Context: an optimization exercise on an open-source flow, tuned for a short achievable clock period and few clock cycles per item. The choices shown serve that exercise and are no tape-out recipe. In this exercise RTL edits were held to simulation tests only and were not proved equivalent to the original. Power and IR drop assume default switching activity.

[flow/run.sh]
#!/bin/bash
# synth_recipe.tcl (not shown) runs the flow's synth.tcl, then flattens the netlist and writes it again
# the make line also repeats each setting of config.mk as NAME=value (left out here)
make -C /OpenROAD-flow-scripts/flow DESIGN_CONFIG=/design/flow/config.mk WORK_HOME=/design/flow/orfs CLKGATE_MAP_FILE= SYNTH_SCRIPT=/design/flow/synth_recipe.tcl finish
[flow/config.mk]
export PLATFORM = sky130hd
export DESIGN_NAME = pixel_frame_statistics_unit
export DESIGN_NICKNAME = pixel_frame_statistics_unit
export VERILOG_FILES = /design/flow/design.v
export SDC_FILE = /design/flow/constraint.sdc
export NUM_CORES = 4
export LEC_CHECK = 0
export ABC_CLOCK_PERIOD_IN_PS = 1500
export CAP_MARGIN = 20
export CORE_MARGIN = 2
export CORE_UTILIZATION = 40
export CTS_CLUSTER_DIAMETER = 80
export CTS_CLUSTER_SIZE = 20
export PLACE_DENSITY = 0.6
export SETUP_SLACK_MARGIN = 2.8
export SLEW_MARGIN = 20
[flow/constraint.sdc]
create_clock -name core_clock -period 4.5 [get_ports {i_clk}]
set_input_delay 0.9000 -clock core_clock [delete_from_list [all_inputs] [get_ports {i_clk}]]
set_output_delay 0.9000 -clock core_clock [all_outputs]
set_load 0.01 [all_outputs]
[flow/design.v]
package pfs_pkg;
    localparam int CFG_W = 13;
endpackage
module pixel_frame_statistics_unit (
    input  logic                      i_clk,
    input  logic                      i_rst_n,
    input  logic                      i_cfg_we,
    input  logic [pfs_pkg::CFG_W-1:0] i_cfg_wdata,
    input  logic                      i_pix_valid,
    output logic                      o_pix_ready,
    input  logic [24:0]               i_pix,
    output logic                      o_rpt_valid,
    input  logic                      i_rpt_ready,
    output logic [50:0]               o_rpt
);
    localparam int QD = 4;                    
    logic        r_ready;             
    logic        r_busy;              
    logic        rst_q;               
    logic        a_v;
    logic [24:0] a_pix;
    logic [7:0]  a_xs;                
    logic [7:0]  a_xc;                
    logic        a_we;
    logic [12:0] a_wd;
    logic        a_wdz;               
    logic        a_wdbig;             
    logic        a_wdle1;             
    logic [7:0]  in_r, in_g, in_b;
    assign o_pix_ready = r_ready;
    assign in_r = i_pix[24:17];
    assign in_g = i_pix[16:9];
    assign in_b = i_pix[8:1];
    always_ff @(posedge i_clk) begin
        rst_q   <= !i_rst_n;
        a_v     <= i_rst_n & i_pix_valid & !r_busy;
        a_pix   <= i_pix;
        a_xs    <= in_r ^ in_g ^ in_b;
        a_xc    <= (in_r & in_g) | (in_r & in_b) | (in_g & in_b);
        a_we    <= i_rst_n & i_cfg_we;
        a_wd    <= i_cfg_wdata;
        a_wdz   <= (i_cfg_wdata == 13'd0);
        a_wdbig <= i_cfg_wdata[12] && (i_cfg_wdata[11:0] != 12'd0);
        a_wdle1 <= (i_cfg_wdata[12:1] == 12'd0);
    end
    logic [12:0] r_weff;
    logic        r_w1;                
    logic [11:0] r_col, r_row;
    logic [12:0] r_cp1, r_cp2;
    logic        r_wrap;
    logic        nx_w1;
    logic        cp1_ge_new, cp2_ge_new, cp2_ge_cur;
    logic        b_v, b_eof;
    logic [9:0]  b_sum;
    logic [47:0] b_rec;               
    assign nx_w1      = a_we ? a_wdle1 : r_w1;
    assign cp1_ge_new = a_wdz || (a_wdbig ? r_cp1[12] : (r_cp1 >= a_wd));
    assign cp2_ge_new = a_wdz || (a_wdbig ? r_cp2[12] : (r_cp2 >= a_wd));
    assign cp2_ge_cur = (r_cp2 >= r_weff);
    always_ff @(posedge i_clk) begin
        if (!i_rst_n) begin
            r_weff <= 13'd640;
            r_w1   <= 1'b0;
            r_col  <= '0;
            r_cp1  <= 13'd1;
            r_cp2  <= 13'd2;
            r_row  <= '0;
            r_wrap <= 1'b0;
        end else begin
            if (a_we) begin
                r_weff <= a_wdz ? 13'd1 : a_wdbig ? 13'd4096 : a_wd;
                r_w1   <= a_wdle1;
            end
            if (a_v) begin
                if (a_pix[0] || r_wrap) begin
                    r_col <= '0;
                    r_cp1 <= 13'd1;
                    r_cp2 <= 13'd2;
                end else begin
                    r_col <= r_cp1[11:0];
                    r_cp1 <= r_cp2;
                    r_cp2 <= r_cp2 + 13'd1;
                end
                if (a_pix[0])
                    r_row <= '0;
                else if (r_wrap && r_row != 12'hfff)
                    r_row <= r_row + 12'd1;
            end
            if (a_v && (a_pix[0] || r_wrap))
                r_wrap <= nx_w1;                                   
            else if (a_v)
                r_wrap <= a_we ? cp2_ge_new : cp2_ge_cur;          
            else if (a_we)
                r_wrap <= cp1_ge_new;                              
        end
    end
    always_ff @(posedge i_clk) begin
        if (!i_rst_n) b_v <= 1'b0;
        else          b_v <= a_v;
    end
    always_ff @(posedge i_clk) begin
        b_eof <= a_pix[0];
        b_sum <= {2'b00, a_xs} + {1'b0, a_xc, 1'b0};
        b_rec <= {r_col, r_row, a_pix[24:1]};
    end
    logic        c_v, c_eof;
    logic [9:0]  c_sum;
    logic [47:0] c_rec;
    logic        c_tb, c_td;          
    logic [2:0]  c_tmx, c_tmn;        
    logic [2:0][7:0] b_px, c_px;
    logic        r_first;             
    logic        b_first;
    logic [9:0]  r_bsum, r_dsum;
    logic [2:0][7:0] r_max, r_min;
    assign b_px    = b_rec[23:0];
    assign c_px    = c_rec[23:0];
    assign b_first = c_v ? c_eof : r_first;
    function automatic logic f_after(input logic vs_stat, input logic vs_prev);
        if (!c_v)
            f_after = vs_stat;
        else if (r_first)
            f_after = vs_prev;
        else
            f_after = vs_stat && vs_prev;
    endfunction
    always_ff @(posedge i_clk) begin
        if (!i_rst_n) c_v <= 1'b0;
        else          c_v <= b_v;
    end
    always_ff @(posedge i_clk) begin
        c_eof <= b_eof;
        c_sum <= b_sum;
        c_rec <= b_rec;
        c_tb  <= b_first || f_after(b_sum > r_bsum, b_sum > c_sum);
        c_td  <= b_first || f_after(b_sum < r_dsum, b_sum < c_sum);
        for (int i = 0; i < 3; i++) begin
            c_tmx[i] <= b_first || f_after(b_px[i] > r_max[i], b_px[i] > c_px[i]);
            c_tmn[i] <= b_first || f_after(b_px[i] < r_min[i], b_px[i] < c_px[i]);
        end
    end
    logic [47:0] r_brec, r_drec;
    logic [47:0] f_brec;
    logic        wr, r_wr;
    assign f_brec = c_tb ? c_rec : r_brec;
    assign wr     = c_v && c_eof;
    always_ff @(posedge i_clk) begin
        if (!i_rst_n) begin
            r_first <= 1'b1;
            r_wr    <= 1'b0;
        end else begin
            r_wr <= wr;
            if (c_v) r_first <= c_eof;
        end
    end
    always_ff @(posedge i_clk) begin
        if (rst_q) begin
            r_bsum  <= '0;
            r_dsum  <= '0;
            r_brec  <= '0;
            r_drec  <= '0;
            r_max   <= '0;
            r_min   <= '0;
        end else begin
            if (c_v) begin
                if (c_tb) r_bsum <= c_sum;
                if (c_td) r_dsum <= c_sum;
                r_brec <= f_brec;
                if (c_td) r_drec <= c_rec;
                for (int i = 0; i < 3; i++) begin
                    if (c_tmx[i]) r_max[i] <= c_px[i];
                    if (c_tmn[i]) r_min[i] <= c_px[i];
                end
            end
        end
    end
    logic [143:0]  stat;
    logic [143:0]  q_mem [0:QD-1];
    logic [QD-1:0] q_wp, q_rp, q_occ, q_wen;
    logic          q_empty;
    logic          pop;
    assign stat    = {r_brec, r_drec, r_max, r_min};
    assign q_empty = !q_occ[0];
    always_ff @(posedge i_clk) begin
        for (int i = 0; i < QD; i++) begin
            if (q_wen[i]) q_mem[i] <= stat;
        end
    end
    logic [3:0]  r_kind;              
    logic        r_ov;                
    logic        r_idle;              
    logic [50:0] r_out;               
    logic [50:0] r_hold;              
    logic        out_load;
    logic        have;
    logic        pk;                  
    logic        s_fold;              
    logic [3:0]  s_stat;              
    logic [QD-1:0][3:0] s_q;          
    logic [50:0] nxt;
    logic [3:0]  kind_go;
    logic [QD-1:0] rp_go, occ_go, occ_st, wp_nx;
    logic        empty_go, empty_st;
    logic        sfold_go, sfold_st;
    logic [3:0]  sstat_go, sstat_st;
    logic [QD-1:0][3:0] sq_go, sq_st;
    function automatic logic [50:0] f_rpt(input int k, input logic [143:0] f);
        case (k)
            0:       f_rpt = {2'd0, f[143:96], 1'b0};
            1:       f_rpt = {2'd1, f[95:48], 1'b0};
            2:       f_rpt = {2'd2, 24'd0, f[47:24], 1'b0};
            default: f_rpt = {2'd3, 24'd0, f[23:0], 1'b1};
        endcase
    endfunction
    assign out_load    = r_idle || i_rpt_ready;
    assign have        = !q_empty || r_wr || wr;
    assign pk          = !q_empty && r_kind[3];
    assign pop         = out_load && pk;
    assign o_rpt_valid = r_ov;
    assign o_rpt       = r_out;
    always_comb begin
        nxt = {51{s_fold}} & {2'd0, f_brec, 1'b0};
        for (int k = 0; k < 4; k++) begin
            nxt = nxt | ({51{s_stat[k]}} & f_rpt(k, stat));
            for (int s = 0; s < QD; s++)
                nxt = nxt | ({51{s_q[s][k]}} & f_rpt(k, q_mem[s]));
        end
    end
    always_comb begin
        kind_go  = have ? {r_kind[2:0], r_kind[3]} : r_kind;
        rp_go    = pk ? {q_rp[QD-2:0], q_rp[QD-1]} : q_rp;
        wp_nx    = r_wr ? {q_wp[QD-2:0], q_wp[QD-1]} : q_wp;
        occ_st   = r_wr ? {q_occ[QD-2:0], 1'b1} : q_occ;
        occ_go   = (pk && !r_wr) ? {1'b0, q_occ[QD-1:1]} : (r_wr && !pk) ? {q_occ[QD-2:0], 1'b1} : q_occ;
        empty_st = !occ_st[0];
        empty_go = !occ_go[0];
        sfold_st = empty_st && !wr;
        sfold_go = empty_go && !wr;
        for (int k = 0; k < 4; k++) begin
            sstat_st[k] = empty_st && wr && r_kind[k];
            sstat_go[k] = empty_go && wr && kind_go[k];
            for (int s = 0; s < QD; s++) begin
                sq_st[s][k] = !empty_st && q_rp[s] && r_kind[k];
                sq_go[s][k] = !empty_go && rp_go[s] && kind_go[k];
            end
        end
    end
    always_ff @(posedge i_clk) begin
        if (!i_rst_n) begin
            q_wp   <= QD'(1);
            q_wen  <= '0;
            q_rp   <= QD'(1);
            q_occ  <= '0;
            r_kind <= 4'b0001;
            r_ov   <= 1'b0;
            r_idle <= 1'b1;
            s_fold <= 1'b1;
            s_stat <= '0;
            s_q    <= '0;
        end else begin
            q_wp  <= wp_nx;
            q_wen <= {QD{wr}} & wp_nx;
            if (out_load) begin
                q_rp   <= rp_go;
                q_occ  <= occ_go;
                r_kind <= kind_go;
                s_fold <= sfold_go;
                s_stat <= sstat_go;
                s_q    <= sq_go;
                r_ov   <= have;
                r_idle <= !have;
            end else begin
                r_ov   <= !r_idle;
                q_occ  <= occ_st;
                s_fold <= sfold_st;
                s_stat <= sstat_st;
                s_q    <= sq_st;
            end
        end
    end
    always_ff @(posedge i_clk) begin
        if (rst_q) r_hold <= '0;
        else if (out_load) r_hold <= nxt;
    end
    always_ff @(posedge i_clk) begin
        if (rst_q) r_out <= '0;
        else       r_out <= ({51{out_load}} & nxt) | ({51{!out_load}} & r_hold);
    end
    logic [QD-1:0] r_ow;
    logic          eof_in;
    assign eof_in = i_pix_valid & !r_busy & i_pix[0];
    always_ff @(posedge i_clk) begin
        if (!i_rst_n) begin
            r_ow    <= '0;
            r_ready <= 1'b1;
            r_busy  <= 1'b0;
        end else if (eof_in && !pop) begin
            r_ow    <= {r_ow[QD-2:0], 1'b1};
            r_ready <= !r_ow[QD-2];
            r_busy  <= r_ow[QD-2];
        end else if (pop && !eof_in) begin
            r_ow    <= {1'b0, r_ow[QD-1:1]};
            r_ready <= 1'b1;
            r_busy  <= 1'b0;
        end else begin
            r_ready <= !r_ow[QD-1];
            r_busy  <= r_ow[QD-1];
        end
    end
endmodule
==> results.cfg, run 1 <==
[placed_design]
port_buffers = 95
hpwl_um = 67700
place_inst = 4784
gp_congestion = 0.821

[route]
via_count = 28600
drc = 0
dr.pass1.iters = 6
routed_wl_um = 125000
routedWlPerCell_um = 25.0
drt_first_iter_violations = 3246
ant_nets = 0
vias_per_cell = 5.70

[power]
power_density_nw_per_um2 = 381
p_leak_uw = 0.0176
vdd_drop_max_uv = 413

[final_layout]
area_delta_synth_final_pct = 17.8
instances_no_fill = 5011
final_nets = 3768
layout-drive-gt1-share_pct = 18.8
diodes = 0

[timing]
finalMaxSlewViolations = 0
grt_setup_unrepaired = true
finalCriticalPeriod_ps = 2060
setup_tns_ps = 0
fmax_mhz = 486
period_share_pct = 45.7
setup_viol = 0
hold_viol_final = 0
worstMarginPinSlew_ps = 1080
slew_headroom_pct = 28.3
skew_ps = 31.4

[logic_synthesis]
ys_types = 71
yosys.cell_count.top_type = edfxtp_1
yosys_warnings = 2
syn_area_sq_um = 42400
netlist_instances = 3436
yosys-top-cells-area = edfxtp_1, dfxtp_1, a22oi_1
yosysTopAreaCellShare_pct = 40.8
synth-main-ff-cell = edfxtp_1
yosysSeqAreaShare_pct = 67.7
yosys.area.top_type = edfxtp_1
syn_avg_cell_area_sq_um = 12.3
syn_nets = 3636
async_flop_share_pct = 0
synth_common_cells = edfxtp_1, dfxtp_1, nand2_1, a21oi_1, a22oi_1
synth_edf_count = 576
synth_seq_cells = 1146

[worst_hold_path]
min_path_type = flip-flop to flip-flop

[die]
core_area_sq_um = 105000
die_x_um = 330
initial_core_util_pct = 40.3
io_pins = 96
die_h_um = 330
die_area_sq_um = 109000
rows = 119

[grt]
grt_pass1_vias = 27300
gr-total-overflow = 0
grt_pass1_wl_um = 182000
grtUsageTotal_pct = 22.6
grt_max_degree = 143
antenna_found_initial = 5

[run]
drv_cap = 0

[clock_tree]
cts_tree = built
clkLatencyLatePin_ps = 660
clk_path_buf_depth = 3
cts_buffers = 68
htree_levels = 3
postCtsHoldBufs = 0
clkSinkCount = 1146
clk_pin_slew_ps = 90
root_buffer = clkbuf_16

[worst_setup_path]
path_max_fanout = 1
crit_type = flip-flop to output pin
crit_chain = buf_6
slowest_stage = dfxtp_4
endpoint_kind = output pin
arrival_ps = 1160
cp-start-kind = flip-flop
crit_family = flip-flops
worstPathRequired_ps = 3600
critPathMaxStageDelay_ps = 390
worst-path-buf-inv = 1

[status]
status = finished clean
-- cells in the final DEF, fill, tap and decap left out, types with 31 or more instances in the layout --
master,Yosys,routed
nand3_1,133,131
inv_1,144,128
edfxtp_1,576,576
nor2_1,191,188
nor3_1,73,45
nor2b_1,35,31
clkbuf_1,111,43
a22oi_1,256,249
buf_4,0,80
buf_6,3,67
a21oi_1,312,293
nand2_1,387,377
ha_1,148,128
clkdlybuf4s50_1,0,39
a222oi_1,48,48
dfxtp_1,570,401
dfxtp_2,0,99
clkbuf_16,0,76
nand4_1,50,50
dfxtp_4,0,70
-- where the power goes --
group          switching, uW  internal (uW)  total [uW]
sequential               247          11100       11300
combinational            675            612        1290
clock                   3430           3000        6430
-- area by class of cell --
cell class | count | area, sq um
Fill cell | 9319 | 55200
Sequential cell | 1146 | 29100
Multi-Input combinational cell | 1960 | 13500
Timing Repair Buffer | 247 | 2970
Clock buffer | 114 | 1940
Tap cell | 1391 | 1740
Inverter | 145 | 571
Clock inverter | 8 | 93.8
-- metrics by stage --
step | util, % | setup WS (ps) | area, sq um | total power (uW) | hold WS [ps]
global placement | 42.8 | 1450 | 45000 | 12600 | 311
floorplan | - | 2440 | 42700 | 12200 | 310
global route | 47.5 | 2410 | 49900 | 19700 | 316
finish | 47.5 | 2440 | 49900 | 19000 | 313
CTS | 46.2 | 2410 | 48600 | 19000 | 319
detailed placement | 42.8 | 1330 | 45000 | 12600 | 312
-- registers in the layout, indices dropped and copies added (netlist names), 25 cells and up --
| register | cells |
|---|---|
| r_hold | 51 |
| r_drec | 48 |
| r_brec | 48 |
| r_out | 51 |
| b_rec | 48 |
| a_pix | 25 |
| c_rec | 48 |
| q_mem | 576 |
-- repair_timing --
item | 4_1_cts | 5_1_grt
endpoints found under the setup margin | 792 | 318
pin swaps | 54 | 107
buffers inserted | 47 | 41
cloned | 11 | 6
gates resized for setup | 568 | 215
-- path summary, 6_finish.rpt --
path                   from  slack (ps)         end  depth (start not counted)
hold / removal     a_pix[8]         310    b_rec[7]                          0
hold reg to reg    a_pix[8]         310    b_rec[7]                          0
setup / recovery  r_out[17]        2440   o_rpt[17]                          1
setup reg to reg       c_tb        2690  r_hold[44]                          7
-- kinds of logic (layout without fill, tap and decap cells) --
logic type	after synthesis	in the layout	synth area share, %
compound gates	800	800	12.7
xor+xnor	24	24	0.496
fa+ha+maj	157	157	4.79
buf+inv	336	514	3.28
flops	1146	1146	67.7
mux	44	44	1.12
simple gates	929	935	9.89
-- metal layers --
layer  vias to the layer above  track usage, %  routed length [um]
li1                      12900               -                   -
met1                     14300            32.4               54500
met2                      1234            35.4               57800
met3                       150            3.88               10600
met4                         2            5.69                2460
met5                         -               0                  13
Testbench counts, summed over its fixed seeds: cycles 11,236, pixels 11,032.
==> inputs of run 2 (changes only) <==
==> flow/flow/run.sh (new file) <==
#!/bin/bash
# The standard layout, with the report-side ports (o_rpt, o_rpt_valid,
# i_rpt_ready) kept together on the middle of the die's right edge, so that
# the output registers sit next to their port buffers. Everything else,
# synthesis included, is the standard flow. The full make output (every
# tool's) goes to orfs.log; ORFS keeps its per-step logs under orfs/logs.
set -euo pipefail
export IO_CONSTRAINTS="$PWD/flow/io.tcl"
bash standard.sh finish > orfs.log 2>&1
==> flow/flow/io.tcl (new file) <==
# Pin constraints read by ORFS's floorplan step (IO_CONSTRAINTS): the
# report-side ports go together on the middle of the right edge.
set_io_pin_constraint -pin_names {o_rpt[0] o_rpt[1] o_rpt[2] o_rpt[3] o_rpt[4] o_rpt[5] o_rpt[6] o_rpt[7] o_rpt[8] o_rpt[9] o_rpt[10] o_rpt[11] o_rpt[12] o_rpt[13] o_rpt[14] o_rpt[15] o_rpt[16] o_rpt[17] o_rpt[18] o_rpt[19] o_rpt[20] o_rpt[21] o_rpt[22] o_rpt[23] o_rpt[24] o_rpt[25] o_rpt[26] o_rpt[27] o_rpt[28] o_rpt[29] o_rpt[30] o_rpt[31] o_rpt[32] o_rpt[33] o_rpt[34] o_rpt[35] o_rpt[36] o_rpt[37] o_rpt[38] o_rpt[39] o_rpt[40] o_rpt[41] o_rpt[42] o_rpt[43] o_rpt[44] o_rpt[45] o_rpt[46] o_rpt[47] o_rpt[48] o_rpt[49] o_rpt[50] o_rpt_valid i_rpt_ready} -region right:100-220
==> flow/standard.sh (new file) <==
#!/bin/bash
# synth_recipe.tcl (not shown) runs the flow's synth.tcl, then flattens the netlist and writes it again
# the make line also repeats each setting of config.mk as NAME=value (left out here)
make -C /OpenROAD-flow-scripts/flow DESIGN_CONFIG=/design/flow/config.mk WORK_HOME=/design/flow/orfs CLKGATE_MAP_FILE= SYNTH_SCRIPT=/design/flow/synth_recipe.tcl "${@:-finish}"
--- a/flow/config.mk
+++ b/flow/config.mk
@@ -9,8 +9,6 @@
 export CAP_MARGIN = 20
 export CORE_MARGIN = 2
 export CORE_UTILIZATION = 40
-export CTS_CLUSTER_DIAMETER = 80
-export CTS_CLUSTER_SIZE = 20
 export PLACE_DENSITY = 0.6
 export SETUP_SLACK_MARGIN = 2.8
 export SLEW_MARGIN = 20
removed: flow/run.sh
==> run 2 against run 1 <==
- still clean
- die area unchanged
- non-clock buffer count is 33 higher
- total power up 18%
- final cell count is 2.6% higher
- worst setup slack worse by 93 ps
- sequential share of layout area is 2.9 points lower
- combinational power rose by 5%
- critical path type unchanged
- highest routed layer unchanged
==> results.cfg, run 2 <==
[die]
die_area_sq_um = 109000
initial_core_util_pct = 40.3
core_area_sq_um = 105000
rows = 119
io_pins = 96
die_x_um = 330
die_h_um = 330

[timing]
setup_tns_ps = 0
period_share_pct = 47.8
fmax_mhz = 465
grt_setup_unrepaired = true
worstMarginPinSlew_ps = 847
skew_ps = 63.7
hold_viol_final = 0
fin_ws_ps = 2350
finalMaxSlewViolations = 0
slew_headroom_pct = 43.5
setup_viol = 0
finalCriticalPeriod_ps = 2150

[grt]
grt_pass1_vias = 28000
antenna_found_initial = 1
gr-total-overflow = 0
grtUsageTotal_pct = 24.0
grt_pass1_wl_um = 193000
grt_max_degree = 134

[worst_setup_path]
reg2reg_depth = 7
crit_family = flip-flops
endpoint_kind = output pin
crit_type = flip-flop to output pin
path_max_fanout = 1
slowest_stage = dfxtp_4
worstPathRequired_ps = 3600
cp-startpoint = r_out[40]
crit_chain = buf_6
timing.rr.start = c_tb
arrival_ps = 1250
worst-path-buf-inv = 1
rrSetupSlack_ps = 2660
cp-start-kind = flip-flop
critPathMaxStageDelay_ps = 390
r2r_end = r_hold[2]

[power]
vdd_drop_max_uv = 327
power_switching_share_pct = 22.5
pwr-share-clk_pct = 43.7
p_comb_share_pct = 6.0
power_uw = 22500
p_sw_uw = 5080
pwr-share-seq_pct = 50.4
intPower_uw = 17500
p_leak_uw = 0.0190
power_density_nw_per_um2 = 429

[clock_tree]
postCtsHoldBufs = 0
root_buffer = clkbuf_16
cts_buffers = 115
cts_tree = built
clkLatencyLatePin_ps = 720
clk_path_buf_depth = 3
clkSinkCount = 1146
clk_pin_slew_ps = 60
htree_levels = 3

[run]
drv_cap = 0

[worst_hold_path]
hold_end = c_rec[24]
hold_start = b_rec[24]
min_path_type = flip-flop to flip-flop
hold_depth = 0

[logic_synthesis]
async_flop_share_pct = 0
netlist_instances = 3436
ys_types = 71
syn_nets = 3636
yosys.cell_count.top_type = edfxtp_1
synth_common_cells = edfxtp_1, dfxtp_1, nand2_1, a21oi_1, a22oi_1
yosys.area.top_type = edfxtp_1
syn_avg_cell_area_sq_um = 12.3
yosysTopAreaCellShare_pct = 40.8
synth_edf_count = 576
synth_seq_cells = 1146
synth-main-ff-cell = edfxtp_1
syn_area_sq_um = 42400
yosys_warnings = 2
yosys-top-cells-area = edfxtp_1, dfxtp_1, a22oi_1
yosysSeqAreaShare_pct = 67.7

[final_layout]
reg.largest.list = q_mem x576, r_hold x51, r_out x51
layout-drive-gt1-share_pct = 23.1
final_cell_mix = edfxtp_1, dfxtp_1, nand2_1, a21oi_1, a22oi_1
top_register = q_mem
final_nets = 3847
area_delta_synth_final_pct = 24.0
largest_register_ffs = 576
seqCellArea_sq_um = 29100
final_common_cell = edfxtp_1
instances_no_fill = 5142
fin_area_sq_um = 52600
n_fill_cell = 9035
multi_input_area_sq_um = 13800

[placed_design]
hpwl_um = 72400
placed_area_sq_um = 45000
place_inst = 4789
port_buffers = 95
gp_congestion = 0.821
pre_cts_ws_ps = 1390

[status]
status = finished clean

[route]
drt_first_iter_violations = 3737
ant_nets = 0
routed_wl_um = 133000
dr.pass1.iters = 8
vias_per_cell = 5.77
drc = 0
via_count = 29700
routedWlPerCell_um = 25.9
==> run 2: cell count changes in the layout (fill, tap and decap cells not counted), sizes merged, moves of 3 or more <==
cell / before / now
inv: 148 / 145
clkbuf: 119 / 163
clkinv: 4 / 43
buf: 198 / 233
clkinvlp: 0 / 6
bufinv: 1 / 10
==> run 2: area by class of cell <==
type                    instances  share of cell area (%)
inverters                     145                    1.09
flip-flops and latches       1146                    55.4
clock inverters                59                    1.26
clock buffers                 161                    6.30
diodes                          1                 0.00476
well taps                    1391                    3.31
repair buffers                280                    6.39
multi-input cells            1959                    26.3
==> run 2: power groups by stage <==
| stage | Sequential (uW) | Combinational (uW) | Clock (uW) |
|---|---|---|---|
| 3_5_place_dp | 11600 | 1020 | 0 |
| 3_3_place_gp | 11600 | 1010 | 0 |
| 6_report | 11400 | 1350 | 9840 |
| 2_1_floorplan | 11500 | 703 | 0 |
| 5_1_grt | 11400 | 1480 | 10400 |
| 4_1_cts | 11300 | 1210 | 9950 |
==> run 2: timing repair <==
item / 4_1_cts / 5_1_grt
pin swaps: 134 / 109
cloned: 14 / 4
gates resized for setup: 654 / 201
setup buffers: 73 / 41
endpoints found under the setup margin: 763 / 328
==> run 2: cells by family (layout without fill, tap and decap cells) <==
logic type      after synthesis  count (layout)  share of synthesized area [%]
compound gates              800             803                           12.7
xor+xnor                     24              24                          0.496
fa+ha+maj                   157             157                           4.79
buf+inv                     336             645                           3.28
flops                      1146            1146                           67.7
mux                          44              44                           1.12
other cells                   0               1                              0
simple gates                929             931                           9.89
==> run 2: worst max path at each step <==
stage	to	slack, ps	cells past startpoint
3_5_place_dp	q_occ[1]	1390	5
6_report	o_rpt[40]	2350	1
2_1_floorplan	r_ow[1]	2440	9
4_1_cts	o_rpt[40]	2330	1
5_1_grt	o_rpt[40]	2330	1
3_3_place_gp	q_occ[1]	1430	5
==> run 2: metrics by stage <==
step	hold WS [ps]	util [%]
finish	291	50.0
global route	311	50.0
CTS	295	49.0
detailed placement	312	42.8
global placement	312	42.8
floorplan	310	-
==> run 2: metal layers <==
| metal | GRT usage [%] | vias up | share of wire [%] |
|---|---|---|---|
| li1 | - | 13100 | - |
| met1 | 35.4 | 14800 | 43 |
| met2 | 36.5 | 1522 | 45 |
| met3 | 4.05 | 197 | 9.5 |
| met4 | 6.48 | 2 | 2.3 |
| met5 | 0 | - | 0.0053 |
==> run 2: worst reg2reg max path: stages, from the launching register on <==
cell and delay [ps]:
dfxtp_4 390, buf_12 160, buf_12 140, buf_16 150
buf_12 130, mux2_4 320, a2111oi_4 330, nor3_2 80
==> inputs of run 3 (changes only) <==
==> flow/flow/run.sh (replaced) <==
#!/bin/bash
# The standard layout, except that after placement each output port's
# buffer is moved next to the flip-flop that drives it (flow/near.tcl) and
# the placement is legalized again; then the standard flow carries on from
# clock tree synthesis. Synthesis is the standard one. Each tool's output
# goes to a log of its own here: orfs_place.log, near.log, orfs_finish.log
# (ORFS also keeps per-step logs under orfs/logs).
set -euo pipefail
bash standard.sh place > orfs_place.log 2>&1
RES=$(ls -d "$PWD"/orfs/results/*/pixel_frame_statistics_unit/base)
PLATFORM_DIR="$FLOW_HOME/platforms/$FLOW_PLATFORM" RESULTS="$RES" \
  openroad -no_init -exit flow/near.tcl > near.log 2>&1
bash standard.sh finish > orfs_finish.log 2>&1
==> flow/flow/near.tcl (new file) <==
# Moves each output port's buffer next to the flip-flop that drives it, so
# that the flip-flop's output sees one short wire, then legalizes. Reads and
# writes the placed design in place (ORFS's 3_place.odb).
set plat $::env(PLATFORM_DIR)
set res $::env(RESULTS)
read_db $res/3_place.odb
set block [ord::get_db_block]
set moved 0
foreach bt [$block getBTerms] {
  if {[$bt getIoType] ne "OUTPUT"} continue
  set net [$bt getNet]
  if {$net eq "NULL"} continue
  set buf ""
  foreach it [$net getITerms] {
    if {[$it isOutputSignal]} { set buf [$it getInst] }
  }
  if {$buf eq ""} continue
  # the buffer's input net and its driver
  set src ""
  foreach it [$buf getITerms] {
    if {[$it isInputSignal]} {
      set n [$it getNet]
      if {$n eq "NULL"} continue
      foreach jt [$n getITerms] { if {[$jt isOutputSignal]} { set src [$jt getInst] } }
    }
  }
  if {$src eq ""} continue
  lassign [$src getLocation] x y
  $buf setLocation $x $y
  incr moved
}
puts "near: moved $moved output buffers"
detailed_placement
check_placement -verbose
write_db $res/3_place.odb
--- a/flow/config.mk
+++ b/flow/config.mk
@@ -9,6 +9,8 @@
 export CAP_MARGIN = 20
 export CORE_MARGIN = 2
 export CORE_UTILIZATION = 40
+export CTS_CLUSTER_DIAMETER = 60
+export CTS_CLUSTER_SIZE = 25
 export PLACE_DENSITY = 0.6
 export SETUP_SLACK_MARGIN = 2.8
 export SLEW_MARGIN = 20
removed: flow/flow/io.tcl
==> run 3 against run 2 <==
- still clean
- clock skew down 33 ps
- final area fell by 3.2%
- total power down 12%
- sequential share of layout area rose by 1.8 points
- worst setup slack improved by 100 ps
- first-iteration DRC count fell by 2.6%
- non-clock buffer count increased by 3
- sequential power is essentially flat
- via count fell by 2.4%
- critical path depth did not move
- final cell count down 1.7%
- largest cell class unchanged
==> results.cfg, run 3 <==
[status]
status = finished clean

[placed_design]
placed_area_sq_um = 45000
gp_congestion = 0.821
port_buffers = 95
hpwl_um = 67700

[clock_tree]
clk_path_buf_depth = 3
postCtsHoldBufs = 0
clkLatencyLatePin_ps = 660
root_buffer = clkbuf_16
htree_levels = 3
cts_tree = built
clkSinkCount = 1146
cts_buffers = 72
clk_pin_slew_ps = 100

[worst_setup_path]
critPathMaxStageDelay_ps = 340
timing.rr.start = a_wd[12]
worst-path-buf-inv = 1
cp-startpoint = r_out[24]
crit_family = flip-flops
slowest_stage = dfxtp_2
cp-start-kind = flip-flop
endpoint_kind = output pin
crit_chain = buf_6
crit_type = flip-flop to output pin
arrival_ps = 1150
path_max_fanout = 1
worstPathRequired_ps = 3600

[route]
via_count = 28900
dr.pass1.iters = 9
ant_nets = 0
routed_wl_um = 129000
drc = 0
routedWlPerCell_um = 25.4
vias_per_cell = 5.72
drt_first_iter_violations = 3640

[logic_synthesis]
yosys.area.top_type = edfxtp_1
ys_types = 71
syn_nets = 3636
synth_common_cells = edfxtp_1, dfxtp_1, nand2_1, a21oi_1, a22oi_1
async_flop_share_pct = 0
yosysSeqAreaShare_pct = 67.7
synth-main-ff-cell = edfxtp_1
syn_avg_cell_area_sq_um = 12.3
syn_area_sq_um = 42400
synth_edf_count = 576
yosys-top-cells-area = edfxtp_1, dfxtp_1, a22oi_1
yosys.cell_count.top_type = edfxtp_1
yosys_warnings = 2
synth_seq_cells = 1146
netlist_instances = 3436
yosysTopAreaCellShare_pct = 40.8

[die]
die_x_um = 330
die_h_um = 330
initial_core_util_pct = 40.3
core_area_sq_um = 105000
io_pins = 96
rows = 119
die_area_sq_um = 109000

[timing]
finalMaxSlewViolations = 0
hold_viol_final = 0
period_share_pct = 45.5
worstMarginPinSlew_ps = 1120
fmax_mhz = 488
setup_viol = 0
skew_ps = 30.7
finalCriticalPeriod_ps = 2050
grt_setup_unrepaired = true
setup_tns_ps = 0
slew_headroom_pct = 25.6

[final_layout]
final_cell_mix = edfxtp_1, dfxtp_1, nand2_1, a21oi_1, a22oi_1
largest_register_ffs = 576
final_common_cell = edfxtp_1
area_delta_synth_final_pct = 20.0
top_register = q_mem
fin_area_sq_um = 50900
layout-drive-gt1-share_pct = 21.5
final_nets = 3804
reg.largest.list = q_mem x576, r_hold x51, r_out x51

[worst_hold_path]
min_path_type = flip-flop to flip-flop
hold_start = b_rec[32]

[power]
vdd_drop_max_uv = 325
p_leak_uw = 0.0181
power_density_nw_per_um2 = 391

[grt]
grt_pass1_vias = 27400
gr-total-overflow = 0
antenna_found_initial = 2
grt_pass1_wl_um = 184000
grtUsageTotal_pct = 22.8
grt_max_degree = 143

[run]
drv_cap = 0
run 3: cell counts after synthesis:
No cell type changed its count.
run 3: layout make-up:
cell class | count | area, sq um
repair buffers | 283 | 3410
well taps | 1391 | 1740
multi-input cells | 1956 | 13600
fillers | 9231 | 54200
flip-flops and latches | 1146 | 29100
inverters | 145 | 561
diodes | 2 | 5.00
clock buffers | 90 | 2000
clock inverters | 43 | 538
run 3: cells by family after synthesis:
kind of cell             after synthesis  share of synthesized area, %
flip-flops                          1146                          67.7
AND/OR/NAND/NOR                      929                          9.89
AO/OA/AOI/OAI                        800                          12.7
buffers and inverters                336                          3.28
adder cells (fa/ha/maj)              157                          4.79
multiplexers                          44                          1.12
XOR/XNOR                              24                         0.496
run 3: metal layers:
layer	vias up	wire (um)	GRT usage, %
li1	13000	-	-
met1	14400	54900	32.7
met4	0	3240	5.74
met3	200	12000	4.01
met2	1358	58400	35.7
met5	-	0	0
run 3: timing repair:
item	4_1_cts	5_1_grt
gates cloned	8	7
pin swaps	112	118
buffers inserted	65	57
endpoints found under the setup margin	791	311
gates resized for setup	643	190
run 3: through the flow:
step	util [%]	hold slack [ps]	setup slack, ps	total power [uW]	cells
after floorplan	-	310	2440	12200	3436
after global routing	48.4	332	2430	20600	5054
after CTS	47.0	324	2430	19900	4990
after detailed placement	42.8	312	1330	12600	4784
after global placement	42.8	311	1450	12600	4784
final	48.4	324	2450	19900	5056
run 3: where the power goes:
| group | internal, uW | switching [uW] |
|---|---|---|
| clock | 3400 | 3900 |
| combinational | 610 | 691 |
| sequential | 11100 | 233 |
| total | 15100 | 4820 |
run 3: final timing paths:
check	to	slack (ps)	cells after the start
hold reg to reg	c_rec[32]	320	0
setup reg to reg	r_wrap	2680	8
hold / removal	c_rec[32]	320	0
setup / recovery	o_rpt[24]	2450	1
==> inputs of run 4 (changes only) <==
--- a/flow/config.mk
+++ b/flow/config.mk
@@ -9,8 +9,8 @@
 export CAP_MARGIN = 20
 export CORE_MARGIN = 2
 export CORE_UTILIZATION = 40
-export CTS_CLUSTER_DIAMETER = 60
-export CTS_CLUSTER_SIZE = 25
+export CTS_CLUSTER_DIAMETER = 80
+export CTS_CLUSTER_SIZE = 20
 export PLACE_DENSITY = 0.6
 export SETUP_SLACK_MARGIN = 2.8
 export SLEW_MARGIN = 20
==> run 4 against run 3 <==
- combinational power up 5%
- still clean on timing, DRC and antenna
- synthesized cell count unchanged
- largest cell class unchanged
- non-clock buffer count down 5
- clock-buffer cell count rose by 25
==> results.cfg, run 4 <==
[status]
status = finished clean

[grt]
antenna_found_initial = 4
gr-total-overflow = 0
grtUsageTotal_pct = 22.8
grt_pass1_vias = 27300
grt_max_degree = 143
grt_pass1_wl_um = 184000

[die]
die_x_um = 330
io_pins = 96
die_area_sq_um = 109000
core_area_sq_um = 105000
rows = 119
die_h_um = 330
initial_core_util_pct = 40.3

[clock_tree]
root_buffer = clkbuf_16
cts_tree = built
cts_buffers = 68
clk_pin_slew_ps = 90
htree_levels = 3
clkLatencyLatePin_ps = 660
clkSinkCount = 1146
clk_path_buf_depth = 3

[timing]
setup_viol = 0
period_share_pct = 44.9
grt_setup_unrepaired = true
fmax_mhz = 495
worstMarginPinSlew_ps = 1130
finalCriticalPeriod_ps = 2020
skew_ps = 33.2
setup_tns_ps = 0
hold_viol_final = 0
slew_headroom_pct = 24.5
finalMaxSlewViolations = 0

[run]
drv_cap = 0

[final_layout]
final_common_cell = edfxtp_1
layout-drive-gt1-share_pct = 20.6
reg.largest.list = q_mem x576, r_hold x51, r_out x51
largest_register_ffs = 576
top_register = q_mem
instances_no_fill = 5044
final_nets = 3800
final_cell_mix = edfxtp_1, dfxtp_1, nand2_1, a21oi_1, a22oi_1
area_delta_synth_final_pct = 19.5

[worst_setup_path]
path_max_fanout = 1
worst-path-buf-inv = 1
worstPathRequired_ps = 3600
endpoint_kind = output pin
crit_family = flip-flops
crit_chain = buf_6
timing.rr.start = c_tb
arrival_ps = 1120
critPathMaxStageDelay_ps = 330
cp-start-kind = flip-flop
crit_type = flip-flop to output pin
slowest_stage = dfxtp_2
cp-startpoint = r_out[17]

[worst_hold_path]
hold_start = a_pix[8]
min_path_type = flip-flop to flip-flop

[logic_synthesis]
yosys-top-cells-area = edfxtp_1, dfxtp_1, a22oi_1
yosys_warnings = 2
synth_compound_area_share_pct = 12.7
synth_seq_cells = 1146
async_flop_share_pct = 0
synth_common_cells = edfxtp_1, dfxtp_1, nand2_1, a21oi_1, a22oi_1
synth_xor_area_share_pct = 0.496
netlist_instances = 3436
syn_area_sq_um = 42400
synth_edf_count = 576
yosys.cell_count.top_type = edfxtp_1
synth_mux_area_share_pct = 1.12
syn_avg_cell_area_sq_um = 12.3
yosysTopAreaCellShare_pct = 40.8
synth_top_family_by_area = compound AO/OA/AOI/OAI gates
synthAdderAreaFrac_pct = 4.79
synth-main-ff-cell = edfxtp_1
syn_nets = 3636
yosys.area_share.simple_pct = 9.89
ys_types = 71
yosysSeqAreaShare_pct = 67.7
yosys.area.top_type = edfxtp_1

[placed_design]
gp_congestion = 0.821
hpwl_um = 67700
place_inst = 4784
port_buffers = 95

[power]
power_density_nw_per_um2 = 378
vdd_drop_max_uv = 448
p_leak_uw = 0.0180

[route]
ant_nets = 0
routedWlPerCell_um = 25.9
dr.pass1.iters = 9
drt_first_iter_violations = 3587
drc = 0
vias_per_cell = 5.77
via_count = 29100
routed_wl_um = 131000
run 4: cells by family after synthesis:
| family | after synthesis |
|---|---|
| flops | 1146 |
| simple gates | 929 |
| compound gates | 800 |
| buf+inv | 336 |
| fa+ha+maj | 157 |
| mux | 44 |
| xor+xnor | 24 |
run 4: through the flow:
step / hold slack, ps / cell area, sq um / setup WS (ps) / utilization (%) / power, uW
final: 314 / 50600 / 2480 / 48.2 / 19100
after floorplan: 310 / 42700 / 2440 / - / 12200
after global placement: 311 / 45000 / 1450 / 42.8 / 12600
after detailed placement: 312 / 45000 / 1330 / 42.8 / 12600
after CTS: 318 / 48800 / 2450 / 46.5 / 19100
after global routing: 312 / 50600 / 2450 / 48.2 / 19800
run 4: layer usage:
metal  GRT usage (%)  wire length (um)
met4            5.75              3300
met1            32.8             55100
met5               0                 0
met2            35.4             59500
met3            4.32             12800
run 4: worst register-to-register path, stage by stage, from the launching register on:
cell and delay [ps]:
dfxtp_4 400, buf_12 150, buf_16 130, and2_4 210
a222oi_1 270, nand3_1 170, a211oi_2 180, nor3_1 90
run 4: area by class of cell:
class / instances / area (sq um)
repair buffers: 278 / 3470
clock inverters: 7 / 86.3
fillers: 9291 / 54500
flip-flops and latches: 1146 / 29100
well taps: 1391 / 1740
multi-input cells: 1961 / 13700
diodes: 1 / 2.50
inverters: 145 / 573
clock buffers: 115 / 1960
run 4: worst paths after layout:
| kind | slack [ps] | endpoint | cells past startpoint |
|---|---|---|---|
| worst min register to register | 310 | b_rec[7] | 0 |
| worst min-delay path | 310 | b_rec[7] | 0 |
| worst max-delay path | 2480 | o_rpt[17] | 1 |
| worst max register to register | 2720 | r_hold[40] | 7 |
run 4: where the power goes:
group	total [uW]	switching, uW	internal, uW
Sequential	11300	233	11100
Combinational	1360	719	638
Clock	6480	3440	3030
run 4: repair_timing:
action,4_1_cts,5_1_grt
hold buffers,0,0
pin swaps,61,163
cloned,13,15
endpoints found under the setup margin,790,331
buffers inserted,50,59
resized for setup,625,251
==> inputs of run 5 (changes only) <==
--- a/flow/config.mk
+++ b/flow/config.mk
@@ -12,5 +12,5 @@
 export CTS_CLUSTER_DIAMETER = 80
 export CTS_CLUSTER_SIZE = 20
 export PLACE_DENSITY = 0.6
-export SETUP_SLACK_MARGIN = 2.8
+export SETUP_SLACK_MARGIN = 2.6
 export SLEW_MARGIN = 20
==> run 5 against run 4 <==
- critical endpoint is now o_rpt[24]
- highest routed layer is now met5
- non-clock buffer count is 105 lower
- die area stayed put
- clock skew is 11 ps lower
- final area is 5.4% lower
- sequential power hardly changed
- maximum frequency is 0.59% higher
- total power is 1.3% lower
- largest cell class unchanged
- global-route usage is 1.0 points lower
- still clean
- register-to-register slack worse by 80 ps
- clock power hardly changed
==> results.cfg, run 5 <==
[worst_hold_path]
hold_end = b_rec[1]
hold_start = a_pix[2]
min_path_type = flip-flop to flip-flop
hold_depth = 0

[grt]
grt_max_degree = 145
antenna_found_initial = 3
grt_pass1_vias = 26800
grtUsageTotal_pct = 21.7
gr-total-overflow = 0
grt_pass1_wl_um = 178000

[timing]
fin_ws_ps = 2490
grt_setup_unrepaired = true
setup_tns_ps = 0
whs_ps = 324
skew_ps = 21.8
slew_headroom_pct = 10.2
finalCriticalPeriod_ps = 2010
finalMaxSlewViolations = 0
setup_viol = 0
fmax_mhz = 498
period_share_pct = 44.7
worstMarginPinSlew_ps = 1350
hold_viol_final = 0

[placed_design]
port_buffers = 95
place_inst = 4779
pre_cts_ws_ps = 1550
gp_congestion = 0.824
hpwl_um = 66200

[route]
drt_first_iter_violations = 3434
routedWlPerCell_um = 24.3
dr.pass1.iters = 6
ant_nets = 0
via_count = 27900
drc = 0
vias_per_cell = 5.66
routed_wl_um = 120000

[die]
die_area_sq_um = 109000
rows = 119
die_x_um = 330
core_area_sq_um = 105000
initial_core_util_pct = 40.3
io_pins = 96
die_h_um = 330

[logic_synthesis]
async_flop_share_pct = 0
yosysSeqAreaShare_pct = 67.7
syn_nets = 3636
synth_edf_count = 576
yosys.cell_count.top_type = edfxtp_1
yosys_warnings = 2
yosys-top-cells-area = edfxtp_1, dfxtp_1, a22oi_1
synth-main-ff-cell = edfxtp_1
yosys.area.top_type = edfxtp_1
synth_common_cells = edfxtp_1, dfxtp_1, nand2_1, a21oi_1, a22oi_1
syn_avg_cell_area_sq_um = 12.3
syn_area_sq_um = 42400
synth_seq_cells = 1146
yosysTopAreaCellShare_pct = 40.8
ys_types = 71
netlist_instances = 3436

[power]
p_leak_uw = 0.0169
vdd_drop_max_uv = 253
power_density_nw_per_um2 = 394

[final_layout]
instances_no_fill = 4937
layout-drive-gt1-share_pct = 12.1
final_cell_mix = edfxtp_1, dfxtp_1, nand2_1, a21oi_1, a22oi_1
top_register = q_mem
area_delta_synth_final_pct = 13.1
utilization_pct = 45.6
largest_register_ffs = 576
final_nets = 3690
final_common_cell = edfxtp_1
reg.largest.list = q_mem x576, r_hold x51, r_out x51

[clock_tree]
cts_buffers = 68
root_buffer = clkbuf_16
clkLatencyLatePin_ps = 640
clk_path_buf_depth = 3
clk_pin_slew_ps = 80
clkSinkCount = 1146
postCtsHoldBufs = 0
htree_levels = 3
cts_tree = built

[worst_setup_path]
path_max_fanout = 1
crit_family = flip-flops
worst-path-buf-inv = 1
endpoint_kind = output pin
crit_type = flip-flop to output pin
worstPathRequired_ps = 3600
rrSetupSlack_ps = 2640
critPathMaxStageDelay_ps = 330
slowest_stage = dfxtp_2
crit_chain = buf_6
arrival_ps = 1110
reg2reg_depth = 8
r2r_end = r_wrap
cp-start-kind = flip-flop
timing.rr.start = a_wd[12]

[status]
status = finished clean

[run]
drv_cap = 0
==> run 5: cell types whose count changed in the layout (fill, tap and decap cells not counted), sizes merged, moves of 2 or more <==
cell,delta
and2,-3
inv,+5
clkinv,-3
clkbuf,-12
clkdlybuf4s50,+2
buf,-94
==> run 5: area by class of cell <==
class	count	area (sq um)
well taps	1391	1740
clock inverters	11	138
multi-input cells	1956	12700
diodes	1	2.50
inverters	145	549
flip-flops and latches	1146	28900
repair buffers	173	2010
fillers	9588	57200
clock buffers	114	1920
==> run 5: cells by family after synthesis <==
kind of cell / count (synthesis) / synth area share (%)
xor gates and xnor gates: 24 / 0.496
DFF: 1146 / 67.7
buffers and inverters: 336 / 3.28
and+or+nand+nor: 929 / 9.89
adders and majority gates: 157 / 4.79
AOI/OAI and AO/OA: 800 / 12.7
muxes: 44 / 1.12
==> run 5: per-stage QoR <==
step                total power, uW  area (sq um)
floorplan                     12100         42500
global placement              12600         44800
detailed placement            12600         44800
CTS                           19000         47400
global route                  19600         47900
finish                        18900         47900
==> run 5: how the worst max path moves through the flow <==
stage | start | end | depth (start not counted)
after global routing | r_out[20] | o_rpt[20] | 1
after CTS | r_out[24] | o_rpt[24] | 1
after floorplan | i_rpt_ready | r_ow[1] | 9
final | r_out[24] | o_rpt[24] | 1
after detailed placement | i_rpt_ready | q_occ[1] | 5
after global placement | i_rpt_ready | q_occ[1] | 7
==> run 5: timing repair <==
action	in CTS	in global routing
hold endpoints to repair	0	0
setup endpoints to repair	495	186
pin swaps	7	19
gates cloned	2	2
resized for setup	450	93
buffers inserted	12	16
==> run 5: layer usage <==
metal / vias to the layer above / global-route usage [%] / routed length [um]
met2: 1134 / 34.8 / 55500
met5: - / 0 / 11
met4: 2 / 4.53 / 2000
met1: 13900 / 31.2 / 52400
met3: 140 / 3.58 / 9840
li1: 12700 / - / -
==> run 5: where the power goes <==
| group | switching (uW) | internal (uW) |
|---|---|---|
| Sequential | 247 | 11100 |
| Clock | 3410 | 3080 |
| Combinational | 587 | 484 |
| Total | 4240 | 14600 |

==> what the ideal ports hide <==
How much do the figures lean on ideal ports? The routed layouts below were timed once more, with nothing changed but the port constraints.
Step 1 (the two cells are an assumption about what drives the block):
set clk [get_ports {i_clk}]
set_driving_cell -lib_cell sky130_fd_sc_hd__clkbuf_16 $clk
set_driving_cell -lib_cell sky130_fd_sc_hd__buf_2 [delete_from_list [all_inputs] $clk]
Step 2, shift: input delay + t, output delay - t, t = (earliest + latest rising clock arrival at the registers) / 2. This alone moves slack from input paths to output paths.
Slacks: ideal ports / drivers / drivers and shift; pairs: ideal ports / drivers.
run | shift t [ns] | setup WS [ns] | worst hold slack (ns) | worst register clock-pin slew, ns | worst data-port slew with drivers (ns)
run 1 | 0.706 | 2.444 / 2.376 / 2.080 | 0.313 / 0.313 / 0.313 | 0.09 / 0.09 | 0.05
run 2 | 0.758 | 2.351 / 2.283 / 2.148 | 0.291 / 0.291 / 0.291 | 0.07 / 0.07 | 0.06
run 3 | 0.711 | 2.452 / 2.385 / 2.144 | 0.324 / 0.324 / 0.324 | 0.10 / 0.10 | 0.04
run 4 | 0.708 | 2.478 / 2.413 / 2.143 | 0.314 / 0.314 / 0.314 | 0.09 / 0.09 | 0.04
run 5 | 0.693 | 2.490 / 2.428 / 2.021 | 0.324 / 0.324 / 0.324 | 0.09 / 0.09 | 0.06
After both steps setup and hold are still met in every run listed. The setup slack of run 5, which loses most, moves by -0.062 ns with the drivers and by -0.469 ns with both steps.
